This design comes from an exercise in tuning for small area, a short achievable clock period and few clock cycles per item on the open sky130 flow, not from production work. Only simulation tests tie the RTL to the original design; equivalence was not proved. Power is estimated from default activity; no workload was simulated.

==> flow/design.v <==
package skf_pkg;
  localparam int unsigned SampleW  = 16;
  localparam int unsigned EstW     = 32;
  localparam int unsigned CovW     = 32;
  localparam int unsigned FracW    = 24;
  localparam int unsigned CfgIdxW  = 2;
  localparam int unsigned CfgDataW = 32;
  localparam logic [CfgIdxW-1:0] CFG_PROCESS_NOISE      = 2'd0;
  localparam logic [CfgIdxW-1:0] CFG_MEASUREMENT_NOISE  = 2'd1;
  localparam logic [CfgIdxW-1:0] CFG_INITIAL_COVARIANCE = 2'd2;
  localparam logic [CovW-1:0] ProcessNoiseRst      = 32'd16777;
  localparam logic [CovW-1:0] MeasurementNoiseRst  = 32'd9110028;
  localparam logic [CovW-1:0] InitialCovarianceRst = 32'd335544;
endpackage
module skf_bk32 (
  input  logic [31:0] a,
  input  logic [31:0] b,
  input  logic ci,
  output logic [31:0] s,
  output logic co
);
  logic [31:0] p0, g0;
  assign p0 = a ^ b;
  assign g0 = a & b;
  logic gc0;
  assign gc0 = g0[0] | (p0[0] & ci);
  logic gg1, pp1;
  assign gg1 = g0[1] | (p0[1] & gc0);
  assign pp1 = p0[1] & p0[0];
  logic gg2, pp2;
  assign gg2 = g0[3] | (p0[3] & g0[2]);
  assign pp2 = p0[3] & p0[2];
  logic gg3, pp3;
  assign gg3 = g0[5] | (p0[5] & g0[4]);
  assign pp3 = p0[5] & p0[4];
  logic gg4, pp4;
  assign gg4 = g0[7] | (p0[7] & g0[6]);
  assign pp4 = p0[7] & p0[6];
  logic gg5, pp5;
  assign gg5 = g0[9] | (p0[9] & g0[8]);
  assign pp5 = p0[9] & p0[8];
  logic gg6, pp6;
  assign gg6 = g0[11] | (p0[11] & g0[10]);
  assign pp6 = p0[11] & p0[10];
  logic gg7, pp7;
  assign gg7 = g0[13] | (p0[13] & g0[12]);
  assign pp7 = p0[13] & p0[12];
  logic gg8, pp8;
  assign gg8 = g0[15] | (p0[15] & g0[14]);
  assign pp8 = p0[15] & p0[14];
  logic gg9, pp9;
  assign gg9 = g0[17] | (p0[17] & g0[16]);
  assign pp9 = p0[17] & p0[16];
  logic gg10, pp10;
  assign gg10 = g0[19] | (p0[19] & g0[18]);
  assign pp10 = p0[19] & p0[18];
  logic gg11, pp11;
  assign gg11 = g0[21] | (p0[21] & g0[20]);
  assign pp11 = p0[21] & p0[20];
  logic gg12, pp12;
  assign gg12 = g0[23] | (p0[23] & g0[22]);
  assign pp12 = p0[23] & p0[22];
  logic gg13, pp13;
  assign gg13 = g0[25] | (p0[25] & g0[24]);
  assign pp13 = p0[25] & p0[24];
  logic gg14, pp14;
  assign gg14 = g0[27] | (p0[27] & g0[26]);
  assign pp14 = p0[27] & p0[26];
  logic gg15, pp15;
  assign gg15 = g0[29] | (p0[29] & g0[28]);
  assign pp15 = p0[29] & p0[28];
  logic gg16, pp16;
  assign gg16 = g0[31] | (p0[31] & g0[30]);
  assign pp16 = p0[31] & p0[30];
  logic gg17, pp17;
  assign gg17 = gg2 | (pp2 & gg1);
  assign pp17 = pp2 & pp1;
  logic gg18, pp18;
  assign gg18 = gg4 | (pp4 & gg3);
  assign pp18 = pp4 & pp3;
  logic gg19, pp19;
  assign gg19 = gg6 | (pp6 & gg5);
  assign pp19 = pp6 & pp5;
  logic gg20, pp20;
  assign gg20 = gg8 | (pp8 & gg7);
  assign pp20 = pp8 & pp7;
  logic gg21, pp21;
  assign gg21 = gg10 | (pp10 & gg9);
  assign pp21 = pp10 & pp9;
  logic gg22, pp22;
  assign gg22 = gg12 | (pp12 & gg11);
  assign pp22 = pp12 & pp11;
  logic gg23, pp23;
  assign gg23 = gg14 | (pp14 & gg13);
  assign pp23 = pp14 & pp13;
  logic gg24, pp24;
  assign gg24 = gg16 | (pp16 & gg15);
  assign pp24 = pp16 & pp15;
  logic gg25, pp25;
  assign gg25 = gg18 | (pp18 & gg17);
  assign pp25 = pp18 & pp17;
  logic gg26, pp26;
  assign gg26 = gg20 | (pp20 & gg19);
  assign pp26 = pp20 & pp19;
  logic gg27, pp27;
  assign gg27 = gg22 | (pp22 & gg21);
  assign pp27 = pp22 & pp21;
  logic gg28, pp28;
  assign gg28 = gg24 | (pp24 & gg23);
  assign pp28 = pp24 & pp23;
  logic gg29, pp29;
  assign gg29 = gg26 | (pp26 & gg25);
  assign pp29 = pp26 & pp25;
  logic gg30, pp30;
  assign gg30 = gg28 | (pp28 & gg27);
  assign pp30 = pp28 & pp27;
  logic gg31, pp31;
  assign gg31 = gg30 | (pp30 & gg29);
  assign pp31 = pp30 & pp29;
  logic gg32, pp32;
  assign gg32 = gg27 | (pp27 & gg29);
  assign pp32 = pp27 & pp29;
  logic gg33, pp33;
  assign gg33 = gg19 | (pp19 & gg25);
  assign pp33 = pp19 & pp25;
  logic gg34, pp34;
  assign gg34 = gg21 | (pp21 & gg29);
  assign pp34 = pp21 & pp29;
  logic gg35, pp35;
  assign gg35 = gg23 | (pp23 & gg32);
  assign pp35 = pp23 & pp32;
  logic gg36, pp36;
  assign gg36 = gg3 | (pp3 & gg17);
  assign pp36 = pp3 & pp17;
  logic gg37, pp37;
  assign gg37 = gg5 | (pp5 & gg25);
  assign pp37 = pp5 & pp25;
  logic gg38, pp38;
  assign gg38 = gg7 | (pp7 & gg33);
  assign pp38 = pp7 & pp33;
  logic gg39, pp39;
  assign gg39 = gg9 | (pp9 & gg29);
  assign pp39 = pp9 & pp29;
  logic gg40, pp40;
  assign gg40 = gg11 | (pp11 & gg34);
  assign pp40 = pp11 & pp34;
  logic gg41, pp41;
  assign gg41 = gg13 | (pp13 & gg32);
  assign pp41 = pp13 & pp32;
  logic gg42, pp42;
  assign gg42 = gg15 | (pp15 & gg35);
  assign pp42 = pp15 & pp35;
  logic gg43, pp43;
  assign gg43 = g0[2] | (p0[2] & gg1);
  assign pp43 = p0[2] & pp1;
  logic gg44, pp44;
  assign gg44 = g0[4] | (p0[4] & gg17);
  assign pp44 = p0[4] & pp17;
  logic gg45, pp45;
  assign gg45 = g0[6] | (p0[6] & gg36);
  assign pp45 = p0[6] & pp36;
  logic gg46, pp46;
  assign gg46 = g0[8] | (p0[8] & gg25);
  assign pp46 = p0[8] & pp25;
  logic gg47, pp47;
  assign gg47 = g0[10] | (p0[10] & gg37);
  assign pp47 = p0[10] & pp37;
  logic gg48, pp48;
  assign gg48 = g0[12] | (p0[12] & gg33);
  assign pp48 = p0[12] & pp33;
  logic gg49, pp49;
  assign gg49 = g0[14] | (p0[14] & gg38);
  assign pp49 = p0[14] & pp38;
  logic gg50, pp50;
  assign gg50 = g0[16] | (p0[16] & gg29);
  assign pp50 = p0[16] & pp29;
  logic gg51, pp51;
  assign gg51 = g0[18] | (p0[18] & gg39);
  assign pp51 = p0[18] & pp39;
  logic gg52, pp52;
  assign gg52 = g0[20] | (p0[20] & gg34);
  assign pp52 = p0[20] & pp34;
  logic gg53, pp53;
  assign gg53 = g0[22] | (p0[22] & gg40);
  assign pp53 = p0[22] & pp40;
  logic gg54, pp54;
  assign gg54 = g0[24] | (p0[24] & gg32);
  assign pp54 = p0[24] & pp32;
  logic gg55, pp55;
  assign gg55 = g0[26] | (p0[26] & gg41);
  assign pp55 = p0[26] & pp41;
  logic gg56, pp56;
  assign gg56 = g0[28] | (p0[28] & gg35);
  assign pp56 = p0[28] & pp35;
  logic gg57, pp57;
  assign gg57 = g0[30] | (p0[30] & gg42);
  assign pp57 = p0[30] & pp42;
  logic [32:0] c;
  assign c[0] = ci;
  assign c[1] = gc0;
  assign c[2] = gg1;
  assign c[3] = gg43;
  assign c[4] = gg17;
  assign c[5] = gg44;
  assign c[6] = gg36;
  assign c[7] = gg45;
  assign c[8] = gg25;
  assign c[9] = gg46;
  assign c[10] = gg37;
  assign c[11] = gg47;
  assign c[12] = gg33;
  assign c[13] = gg48;
  assign c[14] = gg38;
  assign c[15] = gg49;
  assign c[16] = gg29;
  assign c[17] = gg50;
  assign c[18] = gg39;
  assign c[19] = gg51;
  assign c[20] = gg34;
  assign c[21] = gg52;
  assign c[22] = gg40;
  assign c[23] = gg53;
  assign c[24] = gg32;
  assign c[25] = gg54;
  assign c[26] = gg41;
  assign c[27] = gg55;
  assign c[28] = gg35;
  assign c[29] = gg56;
  assign c[30] = gg42;
  assign c[31] = gg57;
  assign c[32] = gg31;
  assign s  = p0 ^ c[31:0];
  assign co = c[32];
endmodule
module skf_bk34 (
  input  logic [33:0] a,
  input  logic [33:0] b,
  input  logic ci,
  output logic [33:0] s,
  output logic co
);
  logic [33:0] p0, g0;
  assign p0 = a ^ b;
  assign g0 = a & b;
  logic gc0;
  assign gc0 = g0[0] | (p0[0] & ci);
  logic gg1, pp1;
  assign gg1 = g0[1] | (p0[1] & gc0);
  assign pp1 = p0[1] & p0[0];
  logic gg2, pp2;
  assign gg2 = g0[3] | (p0[3] & g0[2]);
  assign pp2 = p0[3] & p0[2];
  logic gg3, pp3;
  assign gg3 = g0[5] | (p0[5] & g0[4]);
  assign pp3 = p0[5] & p0[4];
  logic gg4, pp4;
  assign gg4 = g0[7] | (p0[7] & g0[6]);
  assign pp4 = p0[7] & p0[6];
  logic gg5, pp5;
  assign gg5 = g0[9] | (p0[9] & g0[8]);
  assign pp5 = p0[9] & p0[8];
  logic gg6, pp6;
  assign gg6 = g0[11] | (p0[11] & g0[10]);
  assign pp6 = p0[11] & p0[10];
  logic gg7, pp7;
  assign gg7 = g0[13] | (p0[13] & g0[12]);
  assign pp7 = p0[13] & p0[12];
  logic gg8, pp8;
  assign gg8 = g0[15] | (p0[15] & g0[14]);
  assign pp8 = p0[15] & p0[14];
  logic gg9, pp9;
  assign gg9 = g0[17] | (p0[17] & g0[16]);
  assign pp9 = p0[17] & p0[16];
  logic gg10, pp10;
  assign gg10 = g0[19] | (p0[19] & g0[18]);
  assign pp10 = p0[19] & p0[18];
  logic gg11, pp11;
  assign gg11 = g0[21] | (p0[21] & g0[20]);
  assign pp11 = p0[21] & p0[20];
  logic gg12, pp12;
  assign gg12 = g0[23] | (p0[23] & g0[22]);
  assign pp12 = p0[23] & p0[22];
  logic gg13, pp13;
  assign gg13 = g0[25] | (p0[25] & g0[24]);
  assign pp13 = p0[25] & p0[24];
  logic gg14, pp14;
  assign gg14 = g0[27] | (p0[27] & g0[26]);
  assign pp14 = p0[27] & p0[26];
  logic gg15, pp15;
  assign gg15 = g0[29] | (p0[29] & g0[28]);
  assign pp15 = p0[29] & p0[28];
  logic gg16, pp16;
  assign gg16 = g0[31] | (p0[31] & g0[30]);
  assign pp16 = p0[31] & p0[30];
  logic gg17, pp17;
  assign gg17 = g0[33] | (p0[33] & g0[32]);
  assign pp17 = p0[33] & p0[32];
  logic gg18, pp18;
  assign gg18 = gg2 | (pp2 & gg1);
  assign pp18 = pp2 & pp1;
  logic gg19, pp19;
  assign gg19 = gg4 | (pp4 & gg3);
  assign pp19 = pp4 & pp3;
  logic gg20, pp20;
  assign gg20 = gg6 | (pp6 & gg5);
  assign pp20 = pp6 & pp5;
  logic gg21, pp21;
  assign gg21 = gg8 | (pp8 & gg7);
  assign pp21 = pp8 & pp7;
  logic gg22, pp22;
  assign gg22 = gg10 | (pp10 & gg9);
  assign pp22 = pp10 & pp9;
  logic gg23, pp23;
  assign gg23 = gg12 | (pp12 & gg11);
  assign pp23 = pp12 & pp11;
  logic gg24, pp24;
  assign gg24 = gg14 | (pp14 & gg13);
  assign pp24 = pp14 & pp13;
  logic gg25, pp25;
  assign gg25 = gg16 | (pp16 & gg15);
  assign pp25 = pp16 & pp15;
  logic gg26, pp26;
  assign gg26 = gg19 | (pp19 & gg18);
  assign pp26 = pp19 & pp18;
  logic gg27, pp27;
  assign gg27 = gg21 | (pp21 & gg20);
  assign pp27 = pp21 & pp20;
  logic gg28, pp28;
  assign gg28 = gg23 | (pp23 & gg22);
  assign pp28 = pp23 & pp22;
  logic gg29, pp29;
  assign gg29 = gg25 | (pp25 & gg24);
  assign pp29 = pp25 & pp24;
  logic gg30, pp30;
  assign gg30 = gg27 | (pp27 & gg26);
  assign pp30 = pp27 & pp26;
  logic gg31, pp31;
  assign gg31 = gg29 | (pp29 & gg28);
  assign pp31 = pp29 & pp28;
  logic gg32, pp32;
  assign gg32 = gg31 | (pp31 & gg30);
  assign pp32 = pp31 & pp30;
  logic gg33, pp33;
  assign gg33 = gg28 | (pp28 & gg30);
  assign pp33 = pp28 & pp30;
  logic gg34, pp34;
  assign gg34 = gg20 | (pp20 & gg26);
  assign pp34 = pp20 & pp26;
  logic gg35, pp35;
  assign gg35 = gg22 | (pp22 & gg30);
  assign pp35 = pp22 & pp30;
  logic gg36, pp36;
  assign gg36 = gg24 | (pp24 & gg33);
  assign pp36 = pp24 & pp33;
  logic gg37, pp37;
  assign gg37 = gg3 | (pp3 & gg18);
  assign pp37 = pp3 & pp18;
  logic gg38, pp38;
  assign gg38 = gg5 | (pp5 & gg26);
  assign pp38 = pp5 & pp26;
  logic gg39, pp39;
  assign gg39 = gg7 | (pp7 & gg34);
  assign pp39 = pp7 & pp34;
  logic gg40, pp40;
  assign gg40 = gg9 | (pp9 & gg30);
  assign pp40 = pp9 & pp30;
  logic gg41, pp41;
  assign gg41 = gg11 | (pp11 & gg35);
  assign pp41 = pp11 & pp35;
  logic gg42, pp42;
  assign gg42 = gg13 | (pp13 & gg33);
  assign pp42 = pp13 & pp33;
  logic gg43, pp43;
  assign gg43 = gg15 | (pp15 & gg36);
  assign pp43 = pp15 & pp36;
  logic gg44, pp44;
  assign gg44 = gg17 | (pp17 & gg32);
  assign pp44 = pp17 & pp32;
  logic gg45, pp45;
  assign gg45 = g0[2] | (p0[2] & gg1);
  assign pp45 = p0[2] & pp1;
  logic gg46, pp46;
  assign gg46 = g0[4] | (p0[4] & gg18);
  assign pp46 = p0[4] & pp18;
  logic gg47, pp47;
  assign gg47 = g0[6] | (p0[6] & gg37);
  assign pp47 = p0[6] & pp37;
  logic gg48, pp48;
  assign gg48 = g0[8] | (p0[8] & gg26);
  assign pp48 = p0[8] & pp26;
  logic gg49, pp49;
  assign gg49 = g0[10] | (p0[10] & gg38);
  assign pp49 = p0[10] & pp38;
  logic gg50, pp50;
  assign gg50 = g0[12] | (p0[12] & gg34);
  assign pp50 = p0[12] & pp34;
  logic gg51, pp51;
  assign gg51 = g0[14] | (p0[14] & gg39);
  assign pp51 = p0[14] & pp39;
  logic gg52, pp52;
  assign gg52 = g0[16] | (p0[16] & gg30);
  assign pp52 = p0[16] & pp30;
  logic gg53, pp53;
  assign gg53 = g0[18] | (p0[18] & gg40);
  assign pp53 = p0[18] & pp40;
  logic gg54, pp54;
  assign gg54 = g0[20] | (p0[20] & gg35);
  assign pp54 = p0[20] & pp35;
  logic gg55, pp55;
  assign gg55 = g0[22] | (p0[22] & gg41);
  assign pp55 = p0[22] & pp41;
  logic gg56, pp56;
  assign gg56 = g0[24] | (p0[24] & gg33);
  assign pp56 = p0[24] & pp33;
  logic gg57, pp57;
  assign gg57 = g0[26] | (p0[26] & gg42);
  assign pp57 = p0[26] & pp42;
  logic gg58, pp58;
  assign gg58 = g0[28] | (p0[28] & gg36);
  assign pp58 = p0[28] & pp36;
  logic gg59, pp59;
  assign gg59 = g0[30] | (p0[30] & gg43);
  assign pp59 = p0[30] & pp43;
  logic gg60, pp60;
  assign gg60 = g0[32] | (p0[32] & gg32);
  assign pp60 = p0[32] & pp32;
  logic [34:0] c;
  assign c[0] = ci;
  assign c[1] = gc0;
  assign c[2] = gg1;
  assign c[3] = gg45;
  assign c[4] = gg18;
  assign c[5] = gg46;
  assign c[6] = gg37;
  assign c[7] = gg47;
  assign c[8] = gg26;
  assign c[9] = gg48;
  assign c[10] = gg38;
  assign c[11] = gg49;
  assign c[12] = gg34;
  assign c[13] = gg50;
  assign c[14] = gg39;
  assign c[15] = gg51;
  assign c[16] = gg30;
  assign c[17] = gg52;
  assign c[18] = gg40;
  assign c[19] = gg53;
  assign c[20] = gg35;
  assign c[21] = gg54;
  assign c[22] = gg41;
  assign c[23] = gg55;
  assign c[24] = gg33;
  assign c[25] = gg56;
  assign c[26] = gg42;
  assign c[27] = gg57;
  assign c[28] = gg36;
  assign c[29] = gg58;
  assign c[30] = gg43;
  assign c[31] = gg59;
  assign c[32] = gg32;
  assign c[33] = gg60;
  assign c[34] = gg44;
  assign s  = p0 ^ c[33:0];
  assign co = c[34];
endmodule
module skf_bk35 (
  input  logic [34:0] a,
  input  logic [34:0] b,
  input  logic ci,
  output logic [34:0] s,
  output logic co
);
  logic [34:0] p0, g0;
  assign p0 = a ^ b;
  assign g0 = a & b;
  logic gc0;
  assign gc0 = g0[0] | (p0[0] & ci);
  logic gg1, pp1;
  assign gg1 = g0[1] | (p0[1] & gc0);
  assign pp1 = p0[1] & p0[0];
  logic gg2, pp2;
  assign gg2 = g0[3] | (p0[3] & g0[2]);
  assign pp2 = p0[3] & p0[2];
  logic gg3, pp3;
  assign gg3 = g0[5] | (p0[5] & g0[4]);
  assign pp3 = p0[5] & p0[4];
  logic gg4, pp4;
  assign gg4 = g0[7] | (p0[7] & g0[6]);
  assign pp4 = p0[7] & p0[6];
  logic gg5, pp5;
  assign gg5 = g0[9] | (p0[9] & g0[8]);
  assign pp5 = p0[9] & p0[8];
  logic gg6, pp6;
  assign gg6 = g0[11] | (p0[11] & g0[10]);
  assign pp6 = p0[11] & p0[10];
  logic gg7, pp7;
  assign gg7 = g0[13] | (p0[13] & g0[12]);
  assign pp7 = p0[13] & p0[12];
  logic gg8, pp8;
  assign gg8 = g0[15] | (p0[15] & g0[14]);
  assign pp8 = p0[15] & p0[14];
  logic gg9, pp9;
  assign gg9 = g0[17] | (p0[17] & g0[16]);
  assign pp9 = p0[17] & p0[16];
  logic gg10, pp10;
  assign gg10 = g0[19] | (p0[19] & g0[18]);
  assign pp10 = p0[19] & p0[18];
  logic gg11, pp11;
  assign gg11 = g0[21] | (p0[21] & g0[20]);
  assign pp11 = p0[21] & p0[20];
  logic gg12, pp12;
  assign gg12 = g0[23] | (p0[23] & g0[22]);
  assign pp12 = p0[23] & p0[22];
  logic gg13, pp13;
  assign gg13 = g0[25] | (p0[25] & g0[24]);
  assign pp13 = p0[25] & p0[24];
  logic gg14, pp14;
  assign gg14 = g0[27] | (p0[27] & g0[26]);
  assign pp14 = p0[27] & p0[26];
  logic gg15, pp15;
  assign gg15 = g0[29] | (p0[29] & g0[28]);
  assign pp15 = p0[29] & p0[28];
  logic gg16, pp16;
  assign gg16 = g0[31] | (p0[31] & g0[30]);
  assign pp16 = p0[31] & p0[30];
  logic gg17, pp17;
  assign gg17 = g0[33] | (p0[33] & g0[32]);
  assign pp17 = p0[33] & p0[32];
  logic gg18, pp18;
  assign gg18 = gg2 | (pp2 & gg1);
  assign pp18 = pp2 & pp1;
  logic gg19, pp19;
  assign gg19 = gg4 | (pp4 & gg3);
  assign pp19 = pp4 & pp3;
  logic gg20, pp20;
  assign gg20 = gg6 | (pp6 & gg5);
  assign pp20 = pp6 & pp5;
  logic gg21, pp21;
  assign gg21 = gg8 | (pp8 & gg7);
  assign pp21 = pp8 & pp7;
  logic gg22, pp22;
  assign gg22 = gg10 | (pp10 & gg9);
  assign pp22 = pp10 & pp9;
  logic gg23, pp23;
  assign gg23 = gg12 | (pp12 & gg11);
  assign pp23 = pp12 & pp11;
  logic gg24, pp24;
  assign gg24 = gg14 | (pp14 & gg13);
  assign pp24 = pp14 & pp13;
  logic gg25, pp25;
  assign gg25 = gg16 | (pp16 & gg15);
  assign pp25 = pp16 & pp15;
  logic gg26, pp26;
  assign gg26 = gg19 | (pp19 & gg18);
  assign pp26 = pp19 & pp18;
  logic gg27, pp27;
  assign gg27 = gg21 | (pp21 & gg20);
  assign pp27 = pp21 & pp20;
  logic gg28, pp28;
  assign gg28 = gg23 | (pp23 & gg22);
  assign pp28 = pp23 & pp22;
  logic gg29, pp29;
  assign gg29 = gg25 | (pp25 & gg24);
  assign pp29 = pp25 & pp24;
  logic gg30, pp30;
  assign gg30 = gg27 | (pp27 & gg26);
  assign pp30 = pp27 & pp26;
  logic gg31, pp31;
  assign gg31 = gg29 | (pp29 & gg28);
  assign pp31 = pp29 & pp28;
  logic gg32, pp32;
  assign gg32 = gg31 | (pp31 & gg30);
  assign pp32 = pp31 & pp30;
  logic gg33, pp33;
  assign gg33 = gg28 | (pp28 & gg30);
  assign pp33 = pp28 & pp30;
  logic gg34, pp34;
  assign gg34 = gg20 | (pp20 & gg26);
  assign pp34 = pp20 & pp26;
  logic gg35, pp35;
  assign gg35 = gg22 | (pp22 & gg30);
  assign pp35 = pp22 & pp30;
  logic gg36, pp36;
  assign gg36 = gg24 | (pp24 & gg33);
  assign pp36 = pp24 & pp33;
  logic gg37, pp37;
  assign gg37 = gg3 | (pp3 & gg18);
  assign pp37 = pp3 & pp18;
  logic gg38, pp38;
  assign gg38 = gg5 | (pp5 & gg26);
  assign pp38 = pp5 & pp26;
  logic gg39, pp39;
  assign gg39 = gg7 | (pp7 & gg34);
  assign pp39 = pp7 & pp34;
  logic gg40, pp40;
  assign gg40 = gg9 | (pp9 & gg30);
  assign pp40 = pp9 & pp30;
  logic gg41, pp41;
  assign gg41 = gg11 | (pp11 & gg35);
  assign pp41 = pp11 & pp35;
  logic gg42, pp42;
  assign gg42 = gg13 | (pp13 & gg33);
  assign pp42 = pp13 & pp33;
  logic gg43, pp43;
  assign gg43 = gg15 | (pp15 & gg36);
  assign pp43 = pp15 & pp36;
  logic gg44, pp44;
  assign gg44 = gg17 | (pp17 & gg32);
  assign pp44 = pp17 & pp32;
  logic gg45, pp45;
  assign gg45 = g0[2] | (p0[2] & gg1);
  assign pp45 = p0[2] & pp1;
  logic gg46, pp46;
  assign gg46 = g0[4] | (p0[4] & gg18);
  assign pp46 = p0[4] & pp18;
  logic gg47, pp47;
  assign gg47 = g0[6] | (p0[6] & gg37);
  assign pp47 = p0[6] & pp37;
  logic gg48, pp48;
  assign gg48 = g0[8] | (p0[8] & gg26);
  assign pp48 = p0[8] & pp26;
  logic gg49, pp49;
  assign gg49 = g0[10] | (p0[10] & gg38);
  assign pp49 = p0[10] & pp38;
  logic gg50, pp50;
  assign gg50 = g0[12] | (p0[12] & gg34);
  assign pp50 = p0[12] & pp34;
  logic gg51, pp51;
  assign gg51 = g0[14] | (p0[14] & gg39);
  assign pp51 = p0[14] & pp39;
  logic gg52, pp52;
  assign gg52 = g0[16] | (p0[16] & gg30);
  assign pp52 = p0[16] & pp30;
  logic gg53, pp53;
  assign gg53 = g0[18] | (p0[18] & gg40);
  assign pp53 = p0[18] & pp40;
  logic gg54, pp54;
  assign gg54 = g0[20] | (p0[20] & gg35);
  assign pp54 = p0[20] & pp35;
  logic gg55, pp55;
  assign gg55 = g0[22] | (p0[22] & gg41);
  assign pp55 = p0[22] & pp41;
  logic gg56, pp56;
  assign gg56 = g0[24] | (p0[24] & gg33);
  assign pp56 = p0[24] & pp33;
  logic gg57, pp57;
  assign gg57 = g0[26] | (p0[26] & gg42);
  assign pp57 = p0[26] & pp42;
  logic gg58, pp58;
  assign gg58 = g0[28] | (p0[28] & gg36);
  assign pp58 = p0[28] & pp36;
  logic gg59, pp59;
  assign gg59 = g0[30] | (p0[30] & gg43);
  assign pp59 = p0[30] & pp43;
  logic gg60, pp60;
  assign gg60 = g0[32] | (p0[32] & gg32);
  assign pp60 = p0[32] & pp32;
  logic gg61, pp61;
  assign gg61 = g0[34] | (p0[34] & gg44);
  assign pp61 = p0[34] & pp44;
  logic [35:0] c;
  assign c[0] = ci;
  assign c[1] = gc0;
  assign c[2] = gg1;
  assign c[3] = gg45;
  assign c[4] = gg18;
  assign c[5] = gg46;
  assign c[6] = gg37;
  assign c[7] = gg47;
  assign c[8] = gg26;
  assign c[9] = gg48;
  assign c[10] = gg38;
  assign c[11] = gg49;
  assign c[12] = gg34;
  assign c[13] = gg50;
  assign c[14] = gg39;
  assign c[15] = gg51;
  assign c[16] = gg30;
  assign c[17] = gg52;
  assign c[18] = gg40;
  assign c[19] = gg53;
  assign c[20] = gg35;
  assign c[21] = gg54;
  assign c[22] = gg41;
  assign c[23] = gg55;
  assign c[24] = gg33;
  assign c[25] = gg56;
  assign c[26] = gg42;
  assign c[27] = gg57;
  assign c[28] = gg36;
  assign c[29] = gg58;
  assign c[30] = gg43;
  assign c[31] = gg59;
  assign c[32] = gg32;
  assign c[33] = gg60;
  assign c[34] = gg44;
  assign c[35] = gg61;
  assign s  = p0 ^ c[34:0];
  assign co = c[35];
endmodule
module skf_bk36 (
  input  logic [35:0] a,
  input  logic [35:0] b,
  input  logic ci,
  output logic [35:0] s,
  output logic co
);
  logic [35:0] p0, g0;
  assign p0 = a ^ b;
  assign g0 = a & b;
  logic gc0;
  assign gc0 = g0[0] | (p0[0] & ci);
  logic gg1, pp1;
  assign gg1 = g0[1] | (p0[1] & gc0);
  assign pp1 = p0[1] & p0[0];
  logic gg2, pp2;
  assign gg2 = g0[3] | (p0[3] & g0[2]);
  assign pp2 = p0[3] & p0[2];
  logic gg3, pp3;
  assign gg3 = g0[5] | (p0[5] & g0[4]);
  assign pp3 = p0[5] & p0[4];
  logic gg4, pp4;
  assign gg4 = g0[7] | (p0[7] & g0[6]);
  assign pp4 = p0[7] & p0[6];
  logic gg5, pp5;
  assign gg5 = g0[9] | (p0[9] & g0[8]);
  assign pp5 = p0[9] & p0[8];
  logic gg6, pp6;
  assign gg6 = g0[11] | (p0[11] & g0[10]);
  assign pp6 = p0[11] & p0[10];
  logic gg7, pp7;
  assign gg7 = g0[13] | (p0[13] & g0[12]);
  assign pp7 = p0[13] & p0[12];
  logic gg8, pp8;
  assign gg8 = g0[15] | (p0[15] & g0[14]);
  assign pp8 = p0[15] & p0[14];
  logic gg9, pp9;
  assign gg9 = g0[17] | (p0[17] & g0[16]);
  assign pp9 = p0[17] & p0[16];
  logic gg10, pp10;
  assign gg10 = g0[19] | (p0[19] & g0[18]);
  assign pp10 = p0[19] & p0[18];
  logic gg11, pp11;
  assign gg11 = g0[21] | (p0[21] & g0[20]);
  assign pp11 = p0[21] & p0[20];
  logic gg12, pp12;
  assign gg12 = g0[23] | (p0[23] & g0[22]);
  assign pp12 = p0[23] & p0[22];
  logic gg13, pp13;
  assign gg13 = g0[25] | (p0[25] & g0[24]);
  assign pp13 = p0[25] & p0[24];
  logic gg14, pp14;
  assign gg14 = g0[27] | (p0[27] & g0[26]);
  assign pp14 = p0[27] & p0[26];
  logic gg15, pp15;
  assign gg15 = g0[29] | (p0[29] & g0[28]);
  assign pp15 = p0[29] & p0[28];
  logic gg16, pp16;
  assign gg16 = g0[31] | (p0[31] & g0[30]);
  assign pp16 = p0[31] & p0[30];
  logic gg17, pp17;
  assign gg17 = g0[33] | (p0[33] & g0[32]);
  assign pp17 = p0[33] & p0[32];
  logic gg18, pp18;
  assign gg18 = g0[35] | (p0[35] & g0[34]);
  assign pp18 = p0[35] & p0[34];
  logic gg19, pp19;
  assign gg19 = gg2 | (pp2 & gg1);
  assign pp19 = pp2 & pp1;
  logic gg20, pp20;
  assign gg20 = gg4 | (pp4 & gg3);
  assign pp20 = pp4 & pp3;
  logic gg21, pp21;
  assign gg21 = gg6 | (pp6 & gg5);
  assign pp21 = pp6 & pp5;
  logic gg22, pp22;
  assign gg22 = gg8 | (pp8 & gg7);
  assign pp22 = pp8 & pp7;
  logic gg23, pp23;
  assign gg23 = gg10 | (pp10 & gg9);
  assign pp23 = pp10 & pp9;
  logic gg24, pp24;
  assign gg24 = gg12 | (pp12 & gg11);
  assign pp24 = pp12 & pp11;
  logic gg25, pp25;
  assign gg25 = gg14 | (pp14 & gg13);
  assign pp25 = pp14 & pp13;
  logic gg26, pp26;
  assign gg26 = gg16 | (pp16 & gg15);
  assign pp26 = pp16 & pp15;
  logic gg27, pp27;
  assign gg27 = gg18 | (pp18 & gg17);
  assign pp27 = pp18 & pp17;
  logic gg28, pp28;
  assign gg28 = gg20 | (pp20 & gg19);
  assign pp28 = pp20 & pp19;
  logic gg29, pp29;
  assign gg29 = gg22 | (pp22 & gg21);
  assign pp29 = pp22 & pp21;
  logic gg30, pp30;
  assign gg30 = gg24 | (pp24 & gg23);
  assign pp30 = pp24 & pp23;
  logic gg31, pp31;
  assign gg31 = gg26 | (pp26 & gg25);
  assign pp31 = pp26 & pp25;
  logic gg32, pp32;
  assign gg32 = gg29 | (pp29 & gg28);
  assign pp32 = pp29 & pp28;
  logic gg33, pp33;
  assign gg33 = gg31 | (pp31 & gg30);
  assign pp33 = pp31 & pp30;
  logic gg34, pp34;
  assign gg34 = gg33 | (pp33 & gg32);
  assign pp34 = pp33 & pp32;
  logic gg35, pp35;
  assign gg35 = gg30 | (pp30 & gg32);
  assign pp35 = pp30 & pp32;
  logic gg36, pp36;
  assign gg36 = gg21 | (pp21 & gg28);
  assign pp36 = pp21 & pp28;
  logic gg37, pp37;
  assign gg37 = gg23 | (pp23 & gg32);
  assign pp37 = pp23 & pp32;
  logic gg38, pp38;
  assign gg38 = gg25 | (pp25 & gg35);
  assign pp38 = pp25 & pp35;
  logic gg39, pp39;
  assign gg39 = gg27 | (pp27 & gg34);
  assign pp39 = pp27 & pp34;
  logic gg40, pp40;
  assign gg40 = gg3 | (pp3 & gg19);
  assign pp40 = pp3 & pp19;
  logic gg41, pp41;
  assign gg41 = gg5 | (pp5 & gg28);
  assign pp41 = pp5 & pp28;
  logic gg42, pp42;
  assign gg42 = gg7 | (pp7 & gg36);
  assign pp42 = pp7 & pp36;
  logic gg43, pp43;
  assign gg43 = gg9 | (pp9 & gg32);
  assign pp43 = pp9 & pp32;
  logic gg44, pp44;
  assign gg44 = gg11 | (pp11 & gg37);
  assign pp44 = pp11 & pp37;
  logic gg45, pp45;
  assign gg45 = gg13 | (pp13 & gg35);
  assign pp45 = pp13 & pp35;
  logic gg46, pp46;
  assign gg46 = gg15 | (pp15 & gg38);
  assign pp46 = pp15 & pp38;
  logic gg47, pp47;
  assign gg47 = gg17 | (pp17 & gg34);
  assign pp47 = pp17 & pp34;
  logic gg48, pp48;
  assign gg48 = g0[2] | (p0[2] & gg1);
  assign pp48 = p0[2] & pp1;
  logic gg49, pp49;
  assign gg49 = g0[4] | (p0[4] & gg19);
  assign pp49 = p0[4] & pp19;
  logic gg50, pp50;
  assign gg50 = g0[6] | (p0[6] & gg40);
  assign pp50 = p0[6] & pp40;
  logic gg51, pp51;
  assign gg51 = g0[8] | (p0[8] & gg28);
  assign pp51 = p0[8] & pp28;
  logic gg52, pp52;
  assign gg52 = g0[10] | (p0[10] & gg41);
  assign pp52 = p0[10] & pp41;
  logic gg53, pp53;
  assign gg53 = g0[12] | (p0[12] & gg36);
  assign pp53 = p0[12] & pp36;
  logic gg54, pp54;
  assign gg54 = g0[14] | (p0[14] & gg42);
  assign pp54 = p0[14] & pp42;
  logic gg55, pp55;
  assign gg55 = g0[16] | (p0[16] & gg32);
  assign pp55 = p0[16] & pp32;
  logic gg56, pp56;
  assign gg56 = g0[18] | (p0[18] & gg43);
  assign pp56 = p0[18] & pp43;
  logic gg57, pp57;
  assign gg57 = g0[20] | (p0[20] & gg37);
  assign pp57 = p0[20] & pp37;
  logic gg58, pp58;
  assign gg58 = g0[22] | (p0[22] & gg44);
  assign pp58 = p0[22] & pp44;
  logic gg59, pp59;
  assign gg59 = g0[24] | (p0[24] & gg35);
  assign pp59 = p0[24] & pp35;
  logic gg60, pp60;
  assign gg60 = g0[26] | (p0[26] & gg45);
  assign pp60 = p0[26] & pp45;
  logic gg61, pp61;
  assign gg61 = g0[28] | (p0[28] & gg38);
  assign pp61 = p0[28] & pp38;
  logic gg62, pp62;
  assign gg62 = g0[30] | (p0[30] & gg46);
  assign pp62 = p0[30] & pp46;
  logic gg63, pp63;
  assign gg63 = g0[32] | (p0[32] & gg34);
  assign pp63 = p0[32] & pp34;
  logic gg64, pp64;
  assign gg64 = g0[34] | (p0[34] & gg47);
  assign pp64 = p0[34] & pp47;
  logic [36:0] c;
  assign c[0] = ci;
  assign c[1] = gc0;
  assign c[2] = gg1;
  assign c[3] = gg48;
  assign c[4] = gg19;
  assign c[5] = gg49;
  assign c[6] = gg40;
  assign c[7] = gg50;
  assign c[8] = gg28;
  assign c[9] = gg51;
  assign c[10] = gg41;
  assign c[11] = gg52;
  assign c[12] = gg36;
  assign c[13] = gg53;
  assign c[14] = gg42;
  assign c[15] = gg54;
  assign c[16] = gg32;
  assign c[17] = gg55;
  assign c[18] = gg43;
  assign c[19] = gg56;
  assign c[20] = gg37;
  assign c[21] = gg57;
  assign c[22] = gg44;
  assign c[23] = gg58;
  assign c[24] = gg35;
  assign c[25] = gg59;
  assign c[26] = gg45;
  assign c[27] = gg60;
  assign c[28] = gg38;
  assign c[29] = gg61;
  assign c[30] = gg46;
  assign c[31] = gg62;
  assign c[32] = gg34;
  assign c[33] = gg63;
  assign c[34] = gg47;
  assign c[35] = gg64;
  assign c[36] = gg39;
  assign s  = p0 ^ c[35:0];
  assign co = c[36];
endmodule
module scalar_kalman_filter (
  input  logic                          clk_i,
  input  logic                          rst_ni,
  input  logic                          sample_valid_i,
  output logic                          sample_ready_o,
  input  logic [skf_pkg::SampleW-1:0]   sample_i,
  output logic                          estimate_valid_o,
  input  logic                          estimate_ready_i,
  output logic [skf_pkg::EstW-1:0]      estimate_o,
  input  logic                          cfg_valid_i,
  output logic                          cfg_ready_o,
  input  logic [skf_pkg::CfgIdxW-1:0]   cfg_index_i,
  input  logic [skf_pkg::CfgDataW-1:0]  cfg_data_i
);
  logic [31:0] q_q, r_q, p_q;
  logic [31:0] x_q;
  logic        out_valid_q;
  logic        bvalid_q;
  logic [15:0] b_q;
  localparam int S_IDLE = 0, S_DEN = 1, S_DIV = 2, S_ACC = 3, S_FIN = 4;
  logic [4:0]  pst_q;
  logic [3:0]  pcnt_q;
  logic [31:0] pp_q, den_q, rem_q;
  logic [24:0] qr_q;
  logic [55:0] a_q;
  logic        zero_q, sticky_q;
  logic        qvalid_q;    
  logic        conv_q;      
  logic        chk_q;       
  localparam logic [1:0] X_IDLE = 2'd0, X_MUL = 2'd1, X_FIN = 2'd2;
  logic [1:0]  xst_q;
  logic [2:0]  xcnt_q;
  logic [32:0] d_q;
  logic [24:0] kx_q;
  logic [14:0] bsel_q;      
  logic        first_q;
  logic        xfin_q;      
  logic [32:0] acc_q;
  logic [5:0]  lo_q;
  logic [33:0] alu_a, alu_b, alu_s;
  logic [31:0] alu_sat;
  logic        alu_ci;
  assign alu_a  = pst_q[S_IDLE] ? {2'b00, p_q} : {2'b00, pp_q};
  assign alu_b  = ({34{pst_q[S_IDLE]}} & {2'b00, q_q}) |
                  ({34{pst_q[S_DEN]}}  & {2'b00, r_q}) |
                  ({34{pst_q[S_FIN]}}  & ~{2'b00, a_q[55:24]});
  assign alu_ci = pst_q[S_FIN] & !sticky_q;
  assign alu_s  = alu_a + alu_b + {33'd0, alu_ci};
  assign alu_sat = alu_s[32] ? 32'hFFFF_FFFF : alu_s[31:0];
  logic int_bit, zero_n;
  assign zero_n  = (pp_q == 32'd0) && (r_q == 32'd0);
  assign int_bit = ((r_q == 32'd0) || (pp_q == 32'hFFFF_FFFF)) && !zero_n;
  logic peq, start;
  assign peq   = chk_q && (den_q == p_q);
  assign start = pst_q[S_IDLE] && bvalid_q && !qvalid_q && !conv_q && !peq;
  logic [33:0] rem4;
  logic [34:0] s1, s2, s3, t_x, t_y, t_z, t_s, t_c;
  logic [35:0] t_sum;
  logic [1:0]  qd;
  logic [31:0] rem_n;
  assign rem4  = {rem_q, 2'b00};
  skf_bk35 u_s1 (.a({1'b0, rem4}), .b(~{3'b000, den_q}), .ci(1'b1), .s(s1), .co());
  skf_bk35 u_s2 (.a({1'b0, rem4}), .b(~{2'b00, den_q, 1'b0}), .ci(1'b1), .s(s2), .co());
  assign t_x   = {1'b0, rem4};
  assign t_y   = ~{2'b00, den_q, 1'b0};
  assign t_z   = ~{3'b000, den_q};
  assign t_s   = t_x ^ t_y ^ t_z;
  assign t_c   = (t_x & t_y) | (t_x & t_z) | (t_y & t_z);
  skf_bk36 u_s3 (.a({t_s, 1'b1}), .b({t_c[33:0], 2'b11}), .ci(1'b0), .s(t_sum), .co());
  assign s3    = t_sum[35:1];
  always_comb begin
    if (zero_q)        begin qd = 2'd0; rem_n = rem4[31:0]; end
    else if (!s3[34])  begin qd = 2'd3; rem_n = s3[31:0];   end
    else if (!s2[34])  begin qd = 2'd2; rem_n = s2[31:0];   end
    else if (!s1[34])  begin qd = 2'd1; rem_n = s1[31:0];   end
    else               begin qd = 2'd0; rem_n = rem4[31:0]; end
  end
  logic [34:0] ax, ay, az, as_, ac;
  logic [35:0] alo;
  logic [20:0] aup, aup_inc;
  logic [55:0] a_n;
  assign ax  = {a_q[32:0], 2'b00};
  assign ay  = qr_q[1] ? {2'b00, pp_q, 1'b0} : 35'd0;
  assign az  = qr_q[0] ? {3'b000, pp_q} : 35'd0;
  assign as_ = ax ^ ay ^ az;
  assign ac  = (ax & ay) | (ax & az) | (ay & az);
  skf_bk36 u_alo (.a({1'b0, as_}), .b({ac, 1'b0}), .ci(1'b0), .s(alo), .co());
  assign aup_inc = a_q[53:33] + 21'd1;
  assign aup = alo[35] ? aup_inc : a_q[53:33];
  assign a_n = {aup, alo[34:0]};
  logic        kready, fin_ok, dload;
  logic [32:0] r33;
  logic [32:0] dl_a, dl_b, dl_c, dl_s, dl_cy;
  logic [33:0] dl_sum;
  logic [31:0] x_n;
  assign kready = qvalid_q || conv_q;
  assign fin_ok = !out_valid_q || estimate_ready_i;
  assign dload  = bvalid_q && kready &&
                  ((xst_q == X_IDLE) || (xfin_q && fin_ok));
  assign r33 = xfin_q ? {acc_q[26:0], lo_q} : 33'd0;
  assign dl_a  = {b_q[15], b_q, 16'h0000};
  assign dl_b  = ~{x_q[31], x_q};
  assign dl_c  = ~r33;
  assign dl_s  = dl_a ^ dl_b ^ dl_c;
  assign dl_cy = (dl_a & dl_b) | (dl_a & dl_c) | (dl_b & dl_c);
  skf_bk34 u_dadd (.a({dl_s, 1'b1}), .b({dl_cy[31:0], 1'b1, 1'b1}), .ci(1'b0),
                   .s(dl_sum), .co());
  skf_bk32 u_xadd (.a(x_q), .b({acc_q[25:0], lo_q}), .ci(1'b0), .s(x_n), .co());
  function automatic logic [14:0] booth5(input logic [9:0] k, input logic km1);
    logic [10:0] kk;
    kk = {k, km1};
    for (int i = 0; i < 5; i++) begin
      booth5[3*i+2] = kk[2*i+2] && !(kk[2*i+1] && kk[2*i]);
      booth5[3*i+1] = (kk[2*i+2] && !kk[2*i+1] && !kk[2*i]) ||
                      (!kk[2*i+2] && kk[2*i+1] && kk[2*i]);
      booth5[3*i]   = kk[2*i+1] ^ kk[2*i];
    end
  endfunction
  localparam int MW = 44;
  logic [MW-1:0] dw, pp [5];
  logic [4:0]    pneg;
  logic [MW-1:0] m_acc, l1s, l1c, l2s, l2c, l3s, l3c, l4s, l4c;
  logic [MW:0]   m_sum;
  always_comb begin
    dw = {{(MW-33){d_q[32]}}, d_q};
    for (int i = 0; i < 5; i++) begin
      logic [MW-1:0] m;
      m = ({MW{bsel_q[3*i]}} & dw) | ({MW{bsel_q[3*i+1]}} & {dw[MW-2:0], 1'b0});
      m = m ^ {MW{bsel_q[3*i+2]}};
      pneg[i] = bsel_q[3*i+2];
      pp[i] = (m << (2*i)) | ({MW{pneg[i]}} & ((MW'(1) << (2*i)) - MW'(1)));
    end
    m_acc = first_q ? '0 : {{(MW-33){acc_q[32]}}, acc_q};
    l1s = m_acc ^ pp[0] ^ pp[1];
    l1c = {((m_acc & pp[0]) | (m_acc & pp[1]) | (pp[0] & pp[1])), pneg[0]};
    l2s = pp[2] ^ pp[3] ^ pp[4];
    l2c = {((pp[2] & pp[3]) | (pp[2] & pp[4]) | (pp[3] & pp[4])), pneg[1]};
    l3s = l1s ^ l1c ^ l2s;
    l3c = {((l1s & l1c) | (l1s & l2s) | (l1c & l2s)), pneg[2]};
    l4s = l3s ^ l3c ^ l2c;
    l4c = {((l3s & l3c) | (l3s & l2c) | (l3c & l2c)), pneg[3]};
    m_sum = {l4s, 1'b1} + {l4c, pneg[4]};
  end
  always_ff @(posedge clk_i or negedge rst_ni) begin
    if (!rst_ni) begin
      q_q         <= skf_pkg::ProcessNoiseRst;
      r_q         <= skf_pkg::MeasurementNoiseRst;
      p_q         <= skf_pkg::InitialCovarianceRst;
      x_q         <= '0;
      out_valid_q <= 1'b0;
      bvalid_q    <= 1'b0;
      pst_q       <= 5'b00001;
      pcnt_q      <= '0;
      qvalid_q    <= 1'b0;
      conv_q      <= 1'b0;
      chk_q       <= 1'b0;
      xst_q       <= X_IDLE;
      xfin_q      <= 1'b0;
      xcnt_q      <= '0;
    end else begin
      if (sample_valid_i && !bvalid_q) bvalid_q <= 1'b1;
      else if (dload)                  bvalid_q <= 1'b0;
      chk_q <= pst_q[S_FIN];
      if (peq) conv_q <= 1'b1;
      if (start) pst_q <= 5'b00010;
      if (pst_q[S_DEN]) begin
        pst_q  <= 5'b00100;
        pcnt_q <= '0;
      end
      if (pst_q[S_DIV]) begin
        pcnt_q <= pcnt_q + 4'd1;
        if (pcnt_q == 4'd11) begin
          pst_q    <= 5'b01000;
          qvalid_q <= 1'b1;
        end
      end
      if (pst_q[S_ACC]) pst_q <= 5'b10000;
      if (pst_q[S_FIN]) begin
        pst_q <= 5'b00001;
        p_q   <= alu_s[31:0];
      end
      if (dload && !(pst_q[S_DIV] && pcnt_q == 4'd11)) qvalid_q <= 1'b0;
      unique case (xst_q)
        X_IDLE: if (dload) begin xst_q <= X_MUL; xcnt_q <= '0; end
        X_MUL: begin
          xcnt_q <= xcnt_q + 3'd1;
          if (xcnt_q == 3'd2) begin
            xst_q  <= X_FIN;
            xfin_q <= 1'b1;
          end
        end
        X_FIN: if (fin_ok) begin
          xfin_q <= 1'b0;
          x_q    <= x_n;
          xst_q  <= dload ? X_MUL : X_IDLE;
          xcnt_q <= '0;
        end
        default: xst_q <= X_IDLE;
      endcase
      if (xst_q == X_FIN && fin_ok) out_valid_q <= 1'b1;
      else if (estimate_ready_i)     out_valid_q <= 1'b0;
      if (cfg_valid_i) begin
        unique case (cfg_index_i)
          skf_pkg::CFG_PROCESS_NOISE:      q_q <= cfg_data_i;
          skf_pkg::CFG_MEASUREMENT_NOISE:  r_q <= cfg_data_i;
          skf_pkg::CFG_INITIAL_COVARIANCE: p_q <= cfg_data_i;
          default: ;
        endcase
        if (cfg_index_i != 2'd3) begin
          conv_q   <= 1'b0;
          qvalid_q <= 1'b0;
        end
      end
    end
  end
  always_ff @(posedge clk_i) begin
    if (sample_valid_i && !bvalid_q) b_q <= sample_i;
    if (pst_q[S_IDLE]) pp_q <= alu_sat;
    if (pst_q[S_DEN]) begin
      den_q  <= alu_sat;
      zero_q <= zero_n;
    end else if (pst_q[S_FIN]) begin
      den_q  <= p_q;
    end
    if (pst_q[S_DEN])      rem_q <= int_bit ? 32'd0 : pp_q;
    else if (pst_q[S_DIV]) rem_q <= rem_n;
    if (pst_q[S_DEN])      qr_q <= {24'd0, int_bit};
    else if (pst_q[S_DIV]) qr_q <= {qr_q[22:0], qd};
    a_q <= pst_q[S_DEN] ? 56'd0 : a_n;
    sticky_q <= (a_n[23:0] != 24'd0);
    first_q <= dload;
    if (dload) begin
      d_q    <= dl_sum[33:1];
      kx_q   <= qr_q;
      bsel_q <= booth5(qr_q[9:0], 1'b0);
    end else begin
      kx_q   <= {10'd0, kx_q[24:10]};
      bsel_q <= booth5(kx_q[19:10], kx_q[9]);
    end
    if (xst_q == X_MUL) begin
      acc_q <= m_sum[43:11];
      lo_q  <= m_sum[10:5];
    end
  end
  assign sample_ready_o   = !bvalid_q;
  assign cfg_ready_o      = 1'b1;
  assign estimate_valid_o = out_valid_q;
  assign estimate_o       = x_q;
endmodule
==> flow/run.sh <==
#!/bin/bash
# synth_recipe.tcl (not shown) runs the flow's synth.tcl, then flattens the netlist and writes it again
# the make line also repeats each setting of config.mk as NAME=value (left out here)
make -C /OpenROAD-flow-scripts/flow DESIGN_CONFIG=/design/flow/config.mk WORK_HOME=/design/flow/orfs CLKGATE_MAP_FILE= SYNTH_SCRIPT=/design/flow/synth_recipe.tcl finish
==> flow/config.mk <==
export PLATFORM = sky130hd
export DESIGN_NAME = scalar_kalman_filter
export DESIGN_NICKNAME = scalar_kalman_filter
export VERILOG_FILES = /design/flow/design.v
export SDC_FILE = /design/flow/constraint.sdc
export NUM_CORES = 4
export LEC_CHECK = 0
export ABC_AREA = 1
export CAP_MARGIN = 20
export CORE_MARGIN = 2
export CORE_UTILIZATION = 40
export SETUP_SLACK_MARGIN = 0.6
export SLEW_MARGIN = 20
==> flow/constraint.sdc <==
create_clock -name core_clock -period 5.0 [get_ports {clk_i}]
set_input_delay 1.0000 -clock core_clock [delete_from_list [all_inputs] [get_ports {clk_i}]]
set_output_delay 1.0000 -clock core_clock [all_outputs]
set_load 0.01 [all_outputs]
==> results of run 1 <==
==> per-layer routing <==
metal	global-route usage	vias to the layer above	wire (µm)
li1	-	16560	-
met1	0.3488	17220	58460
met2	0.3904	1300	59220
met3	0.04882	207	11060
met4	0.06883	0	4050
met5	0	-	0
==> layout make-up <==
type                            instances  area share
Inverter                              816     0.06502
Clock inverter                         31    0.007944
Clock buffer                           75     0.03291
Sequential cell                       447      0.2394
Multi-Input combinational cell       3581      0.5672
Timing Repair Buffer                  243     0.05223
Tap cell                             1368     0.03528
==> worst max-delay path, cell delays in order (launching register included) <==
cell      delay [ns]
dfxtp_2         0.33
inv_2           0.14
buf_12          0.23
o22ai_4         0.11
xor2_2          0.18
fa_1            0.52
fa_1            0.56
inv_1           0.05
fa_1            0.52
ha_4            0.22
a21o_1          0.18
a21oi_2         0.18
a21boi_2        0.19
nand2_1         0.08
a21oi_2         0.14
buf_4           0.15
inv_1           0.06
nand4_1         0.06
nand2_1         0.07
xor2_1          0.18
==> worst paths after layout <==
kind	cells after the start	slack, ns	end	startpoint
setup / recovery	19	0.53	acc_q[27]$_DFFE_PP_	bsel_q[12]$_DFF_P_
hold / removal	1	0.36	x_q[14]$_DFFE_PN0P_	rst_ni
setup reg to reg	19	0.53	acc_q[27]$_DFFE_PP_	bsel_q[12]$_DFF_P_
hold reg to reg	2	0.42	kx_q[24]$_SDFF_PN0_	qr_q[24]$_SDFFE_PP0P_
max in group asynchronous	2	3.58	r_q[23]$_DFFE_PN1P_	rst_ni
min in group core_clock	2	0.42	kx_q[24]$_SDFF_PN0_	qr_q[24]$_SDFFE_PP0P_
==> through the flow <==
stage	setup slack [ns]	instances	hold WS [ns]
floorplan	0.5921	5015	0.4031
global placement	0.1526	6385	0.4119
detailed placement	0.1654	6385	0.4074
CTS	0.5089	6519	0.3852
global route	0.4112	6561	0.4056
finish	0.5322	6561	0.3579
==> cell usage after synthesis (4+ instances only) <==
| master | count | area, µm² |
|---|---|---|
| nand2_1 | 1017 | 3817 |
| inv_1 | 776 | 2913 |
| nor2_1 | 353 | 1325 |
| fa_1 | 329 | 6586 |
| ha_1 | 291 | 3641 |
| o21ai_0 | 288 | 1441 |
| xor2_1 | 266 | 2330 |
| a21oi_1 | 244 | 1221 |
| edfxtp_1 | 186 | 5585 |
| o22ai_1 | 173 | 1082 |
| nand3_1 | 141 | 705.7 |
| dfrtp_1 | 125 | 3128 |
| clkbuf_1 | 123 | 461.7 |
| dfxtp_1 | 113 | 2262 |
| xnor2_1 | 78 | 683.2 |
| o211ai_1 | 53 | 397.9 |
| nor3_1 | 45 | 225.2 |
| a31oi_1 | 43 | 269.0 |
| clkinv_1 | 33 | 123.9 |
| nand4_1 | 33 | 206.5 |
| a21o_1 | 30 | 225.2 |
| nand2_2 | 30 | 187.7 |
| nor4_1 | 30 | 187.7 |
| dfstp_2 | 23 | 604.3 |
| buf_1 | 21 | 78.83 |
| a22oi_1 | 14 | 105.1 |
| buf_2 | 14 | 70.07 |
| o21ai_1 | 12 | 60.06 |
| o21a_1 | 10 | 75.07 |
| o21bai_1 | 9 | 67.56 |
| or2_2 | 9 | 56.30 |
| a221oi_1 | 7 | 61.31 |
| and3_1 | 7 | 43.79 |
| o2111ai_1 | 7 | 61.31 |
| inv_2 | 6 | 22.52 |
| buf_6 | 5 | 56.30 |
| nand3b_1 | 5 | 37.54 |
| a211oi_1 | 4 | 30.03 |
| a21boi_0 | 4 | 30.03 |
| a21oi_2 | 4 | 35.03 |
| a31o_2 | 4 | 35.03 |
| buf_4 | 4 | 30.03 |
| or2_1 | 4 | 25.02 |
==> power by group <==
group	switching, W	total [W]	internal (W)
logic	0.00220	0.00377	0.00157
registers	0.000350	0.00465	0.00430
clock network	0.00186	0.00436	0.00249
==> kinds of logic after synthesis <==
group	count (synthesis)	synth area share
fa+ha+maj	620	0.2496
flops	447	0.2826
xor+xnor	344	0.07352
compound gates	930	0.1323
buf+inv	987	0.09291
simple gates	1686	0.1690
other cells	1	0.00009151
==> repair_timing <==
action                                  4_1_cts  5_1_grt
setup buffers                                23       35
pin swaps                                    28       94
gates cloned                                  5        7
endpoints found under the setup margin       41       63
gates resized for setup                     177      306
==> notes.md, run 1 <==
Run status
The flow ran to the end and the layout has no timing, DRC or antenna violations.

Synthesis
After synthesis, the netlist uses 70 different library cells. For this run, asynchronously set or reset flops after synthesis account for 0.3311. Counting flops with a built-in enable in the synthesized netlist gives 186. The total of warnings raised by yosys is 2.

The synthesized design contains 447 register bits. For this run, the register share of the synthesized area comes to 0.2826. In this run the cell area of the synthesized design comes to 40980 µm². The number of nets in the synthesized netlist is 5690. The most frequently used flop master after synthesis is edfxtp_1. After synthesis, the mean cell area works out to 8.171 µm².

The cell count after synthesis is 5015.

STA
The worst pin sits at a relative slew slack of 0.2689. The clock skew is 0.06846 ns. The slew at the pin closest to its max-slew limit is 1.095 ns. The max-slew violation count was 0. The total count of hold-check failures in the final report was 0. Static timing analysis puts the maximum clock frequency at 0.2238 GHz. After routing, the total negative slack on setup checks comes to 0 ns.

The final cycle utilization of the critical path is 0.8936. Setup violations remaining at the end of the flow were counted as 0. For the finished layout, the period the worst path requires is 4.468 ns.

Setup repair after global routing could not meet its margin everywhere.

CTS
The clock reaches the later pin of the worst-skew pair after 0.70 ns. The number of H-tree branching levels is 2. The clock net in this run drives a total of 447 sinks. The clock-pin slew on the worst setup and hold paths is 0.07 ns. The root cell of the clock tree is clkbuf_16.

The hold-fix buffer count after cts is 0. The number of CTS-inserted buffers is 56. The number of buffers between clock root and the deepest sink is 3. TritonCTS built the clock tree.

Global routing
The first global-routing pass estimated 201100 µm of wire. The via count of the first global-routing pass is 34190. For this run, the total global-route usage over all layers was measured as 0.2488. The initial antenna violation count was 0.

The maximum number of pins on one net before global-route repair is 80. The total overflow left after global routing is 0.

Setup path
The largest fanout of any net on the critical path is 16. The path type of the worst setup path is flip-flop to flip-flop. The data required time of the critical path is 5.40 ns.

The arrival time reported for the critical path endpoint is 4.87 ns. The element type at the critical path start is a flip-flop. The type of element capturing the critical path is a flip-flop.

Detailed routing
The detailed router placed 35290 vias in this run. The first routing iteration left 3027 violations. The first detailed-routing pass took 6 iterations.

Dividing the detail-routed wire length by the instance count gives 20.24 µm. The routed design has 132800 µm of wire. Using the TritonRoute via totals, the vias-per-cell ratio works out to 5.378. In the routed design, unresolved DRC markers number 0. The count of nets left with antenna violations once routing finished came out at 0.

Die
The floorplan die width is 324.1 µm. The I/O pin total is 90. The die covers 105000 µm². The die is 324.1 µm tall. The area of the core is 101700 µm². The floorplan has 117 rows. The initial utilization of the core area, before any placement, comes to 0.4028.

Layout
The largest registers in the layout are a_q x56, acc_q x33, d_q x33. In the final layout, the share of cells above drive strength 1 is 0.1333. The net count of the finished layout is 5820. The register area is 11610 µm². After filler insertion, the fill cell instance count of the layout stands at 9739. The register with the most flip-flops in the layout has 56 of them. Measured on the finished design, the core utilization comes to 0.4768. Compared with the post-synthesis result, the final layout area differs by 18.38%. The post-route cell area is 48510 µm².

The multi-input combinational cell area is 27520 µm². The most common cell after layout, fill and taps aside is nand2_1. Leaving out fill and tap cells, the most frequent cells in the layout are nand2_1, inv_1, fa_1. The antenna diode instance count is 0. The largest register by flop count is a_q.

Power
Summed over all cells, the static leakage comes to 22.59 nW. The worst ir drop on vdd is 306.1 µV. The power density over the cells is 263.5 nW/µm².

Overall power consumption after layout is estimated at 0.01278 W.

Job
The tool flagged a number of max-cap violations equal to 0.

Placement
The sum of net half-perimeters after detailed placement is 98250 µm. Port buffering added 88 buffers. The weighted congestion reported at the end of routability-driven placement is 0.9397.

The placed instance area is 43690 µm².

Worst hold path
In this run the worst hold path is classified as input pin to async pin.
Testbench counts, summed over its fixed seeds: cycles 41,068, items 4,800.
==> run 2, diff against run 1 <==
--- a/flow/config.mk
+++ b/flow/config.mk
@@ -10,4 +10,5 @@
 export CORE_MARGIN = 2
 export CORE_UTILIZATION = 40
-export SETUP_SLACK_MARGIN = 0.6
+export SETUP_SLACK_MARGIN = 1.0
 export SLEW_MARGIN = 20
+export TNS_END_PERCENT = 100
==> run 2 against run 1 <==
Compared with the run above: largest power group unchanged; critical endpoint is now acc_q[25]$_DFFE_PP_; fmax increased by 0.20%; cell count increased by 1.1%; highest routed layer is now met5; sequential cell count unchanged; design area increased by 3.0%; clock skew increased by 0.021 ns; non-clock buffer count increased by 77.
==> notes.md, run 2 <==
Synthesis
For this run, the leading register cell type out of synthesis is edfxtp_1. The cell area after synthesis came to 40980 µm² (unchanged). The cell count after synthesis is 5015 (unchanged). The post-synthesis register bit count is 447 (unchanged).

By count the netlist is led by nand2_1, inv_1, nor2_1, fa_1, ha_1. The share of async-settable or async-resettable flops after synthesis is 0.3311 (unchanged). The number of distinct library cells after synthesis came to 70 (unchanged). The total of warnings raised by yosys is 2 (unchanged). The average cell area after synthesis is 8.171 µm² (unchanged). The cell taking the most area after synthesis is fa_1. The top cell type's share of synthesized area was 0.1607 (unchanged). The number of synthesized flops with an enable pin was 186 (unchanged). Among all cell types in the netlist, the one instantiated most often is nand2_1. The sequential area share after synthesis is 0.2826 (unchanged). Sorting the synthesized cells by area gives the leading types as fa_1, edfxtp_1, nand2_1. The number of nets in the synthesized netlist is 5690 (unchanged).

Placement
The number of placed cells counting well taps was 6367 (-0.28%). The sum of net half-perimeters after detailed placement is 99680 µm (+1.4%). The pre-CTS setup slack is 0.2641 ns (+0.09869 ns). The total of buffers placed on input and output ports is 88 (unchanged). The weighted congestion reported at the end of routability-driven placement is 0.9573 (+1.9%).

Setup path
The end point of the critical path is acc_q[25]$_DFFE_PP_. The reg2reg setup slack is 0.54 ns (about the same). The depth of the most critical reg-to-reg path is 17 (-2).

The data required time of the critical path is 5.36 ns (-0.04 ns). The worst setup path is of the flip-flop to flip-flop kind. STA classifies the critical path startpoint as a flip-flop. The critical path starts at bsel_q[0]$_DFF_P_. The largest fanout of any net on the critical path is 8 (-8). The arrival time reported for the critical path endpoint came to 4.82 ns (-0.05 ns). The worst reg2reg path startpoint is bsel_q[0]$_DFF_P_.

The worst reg2reg path endpoint is acc_q[25]$_DFFE_PP_. The worst setup path is captured at a flip-flop.

Die
The standard-cell row count is 117 (unchanged). The die boundary height is 324.1 µm (unchanged). The effective utilization at floorplan is 0.4028 (unchanged).

The I/O pin total is 90 (unchanged). The area of the core was 101700 µm² (unchanged). The floorplan die width is 324.1 µm (unchanged). The total die area is 105000 µm² (unchanged).

Detailed routing
The number of DRC violations after detailed-routing iteration 0 came to 3420 (+13%). The post-detailed-route count of antenna-violating nets was 0 (unchanged). The post-route DRC violation count came to 0 (unchanged). The first-pass detailed-route iteration total was 6 (unchanged). The total number of vias is 35810 (+1.5%). The final routed wire length divided by cell count is 20.69 µm (+2.2%). The detailed-route vias per instance was 5.396 (+0.32%).

The detailed-route wire length is 137300 µm (+3.4%).

Layout
The layout filler cell count is 9569 (-1.7%). The largest registers in the layout are a_q x56, acc_q x33, d_q x33. The library cell used most frequently in the layout, excluding fill and tap cells, is nand2_1. The area growth from synthesis to layout is 21.88%. The number of flip-flops in the largest register is 56 (unchanged). The largest register by flop count is a_q. The ratio of cells with drive above 1 in the final layout was 0.1657 (+0.03246).

Leaving out fill and tap cells, the most frequent cells in the layout are nand2_1, inv_1, fa_1. The net count of the finished layout came to 5896 (+1.3%). The final instance count without filler cells is 6636 (+1.1%). The post-route core utilization is 0.4909 (+0.01411). The antenna diode instance count is 0 (unchanged).

CTS
CTS placed an instance of clkbuf_16 at the clock tree root. TritonCTS built the clock tree. The number of CTS-inserted buffers is 55 (-1.8%). The worst-skew pair later-pin latency is 0.72 ns (+0.02 ns). The number of buffers between clock root and the deepest sink is 3 (unchanged). The CTS sink count is 447 (unchanged). The clock-pin slew on the worst setup and hold paths is 0.06 ns (about the same). The number of H-tree branching levels is 2 (unchanged). The hold-fix buffer count after cts is 0 (unchanged).

Worst hold path
The tightest min-delay check is of the input pin to async pin type.

STA
The final period demand of the worst path came to 4.459 ns (-0.009091 ns). The max-slew violation count came to 0 (unchanged). The final cycle utilization of the critical path was 0.8917 (-0.001818).

The slew at the pin closest to its max-slew limit is 1.061 ns (-0.03465 ns). The setup TNS was 0 ns (unchanged). The final setup slack of the worst path was 0.5413 ns (+0.009091 ns).

The number of setup violations in the final report came to 0 (unchanged). Setup repair after global routing could not meet its margin everywhere. The total count of hold-check failures in the final report is 0 (unchanged).

The top achievable clock speed came to 0.2243 GHz (+0.20%). The clock skew is 0.08956 ns (+0.02110 ns). The worst max-slew margin expressed relative to the limit is 0.2865 (+0.01756).

Global routing
The initial antenna violation count was 0 (unchanged). The total global routing overflow is 0 (unchanged). The maximum number of pins on one net before global-route repair is 78 (-2.5%). The via count of the first global-routing pass is 34750 (+1.6%). The first-pass GRT wire length is 208200 µm (+3.6%). The combined global-route utilization of all metal layers was 0.2594 (+0.01060).

Power
The worst ir drop on vdd is 301.9 µV (-1.4%). The leakage power was 23.10 nW (+2.3%). The power density over the cells is 262.4 nW/µm² (-0.43%).

Job
The number of maximum-capacitance constraint violations was 0 (unchanged).

Run status
The flow ran to the end and the layout has no timing, DRC or antenna violations.
[run 2: report_power, final]
group	switching, W	internal, W
Sequential	0.000320	0.00430
Clock	0.00185	0.00262
Combinational	0.00231	0.00170
Total	0.00448	0.00862
[run 2: timing repair]
item | in CTS | in global routing
gates resized for setup | 360 | 219
pin swaps | 101 | 102
setup buffers | 85 | 65
gates cloned | 13 | 2
setup endpoints to repair | 82 | 99
[run 2: area by class of cell]
type	instances	area, µm²	area share
clock inverter	37	526.8	0.01055
timing repair buffer	320	3331	0.06669
sequential	447	11620	0.2327
inverter	816	3203	0.06413
multi-input combinational	3581	28090	0.5624
clock buffer	67	1461	0.02926
tap	1368	1712	0.03427
[run 2: critical path, cell delays in order (launching register included)]
cell	delay, ns
dfxtp_4	0.36
inv_6	0.12
bufbuf_16	0.33
o22ai_2	0.10
xor2_1	0.16
fa_1	0.51
inv_1	0.06
fa_1	0.50
inv_1	0.06
fa_1	0.42
ha_4	0.34
nand2_1	0.13
nor2_2	0.21
inv_1	0.10
o21ai_1	0.29
nand3_1	0.12
nand4_1	0.21
xor2_2	0.13
[run 2: worst min path at each step]
stage / start / to / slack (ns) / cells after the start
floorplan: kx_q[23]$_SDFF_PN0_ / kx_q[13]$_DFF_P_ / 0.40 / 2
global placement: qr_q[24]$_SDFFE_PP0P_ / kx_q[24]$_SDFF_PN0_ / 0.41 / 2
detailed placement: kx_q[24]$_SDFF_PN0_ / kx_q[14]$_DFF_P_ / 0.41 / 2
CTS: rst_ni / x_q[14]$_DFFE_PN0P_ / 0.35 / 1
global route: rst_ni / x_q[14]$_DFFE_PN0P_ / 0.39 / 1
finish: rst_ni / x_q[19]$_DFFE_PN0P_ / 0.34 / 1
[run 2: metrics by stage]
| step | hold slack, ns | total power, W | cell area, µm² |
|---|---|---|---|
| floorplan | 0.4031 | 0.006999 | 41570 |
| global placement | 0.4104 | 0.008382 | 43950 |
| detailed placement | 0.4093 | 0.008419 | 43950 |
| CTS | 0.3474 | 0.01300 | 48380 |
| global route | 0.3912 | 0.01387 | 49940 |
| finish | 0.3367 | 0.01311 | 49940 |
[run 2: cell families after synthesis]
group / Yosys count / synth area share
XOR/XNOR: 344 / 0.07352
AO/OA/AOI/OAI: 930 / 0.1323
AND/OR/NAND/NOR: 1686 / 0.1690
flip-flops: 447 / 0.2826
buffers and inverters: 987 / 0.09291
other: 1 / 0.00009151
adder cells (fa/ha/maj): 620 / 0.2496
[run 2: per-layer routing]
layer  GRT usage  share of wire
met5    0.005093        0.00054
met4     0.08498          0.036
met3     0.04889          0.083
met2      0.3975           0.43
met1      0.3675           0.45

==> port drivers added, routing unchanged <==
No port has a modelled driver above. Below, the same layouts with a new extraction and two added sets of constraints.
Step 1 (the two cells are an assumption about what drives the block):
set clk [get_ports {clk_i}]
set_driving_cell -lib_cell sky130_fd_sc_hd__clkbuf_16 $clk
set_driving_cell -lib_cell sky130_fd_sc_hd__buf_2 [delete_from_list [all_inputs] $clk]
Step 2 times the ports against the registers' clock, not the clock port: input delays grow and output delays shrink by t, the midpoint of the rising clock arrivals with the driver on.
Slacks: ideal ports / drivers / drivers and shift; pairs: ideal ports / drivers.
| run | shift t [ns] | slack for setup (ns) | latest minus earliest clock arrival (ns) | worst slew at a driven data input, ns |
|---|---|---|---|---|
| run 1 | 0.748 | 0.532 / 0.532 / 0.532 | 0.069 / 0.069 | 0.09 |
| run 2 | 0.746 | 0.541 / 0.541 / 0.541 | 0.093 / 0.092 | 0.09 |
After both steps setup and hold are still met in every run listed.
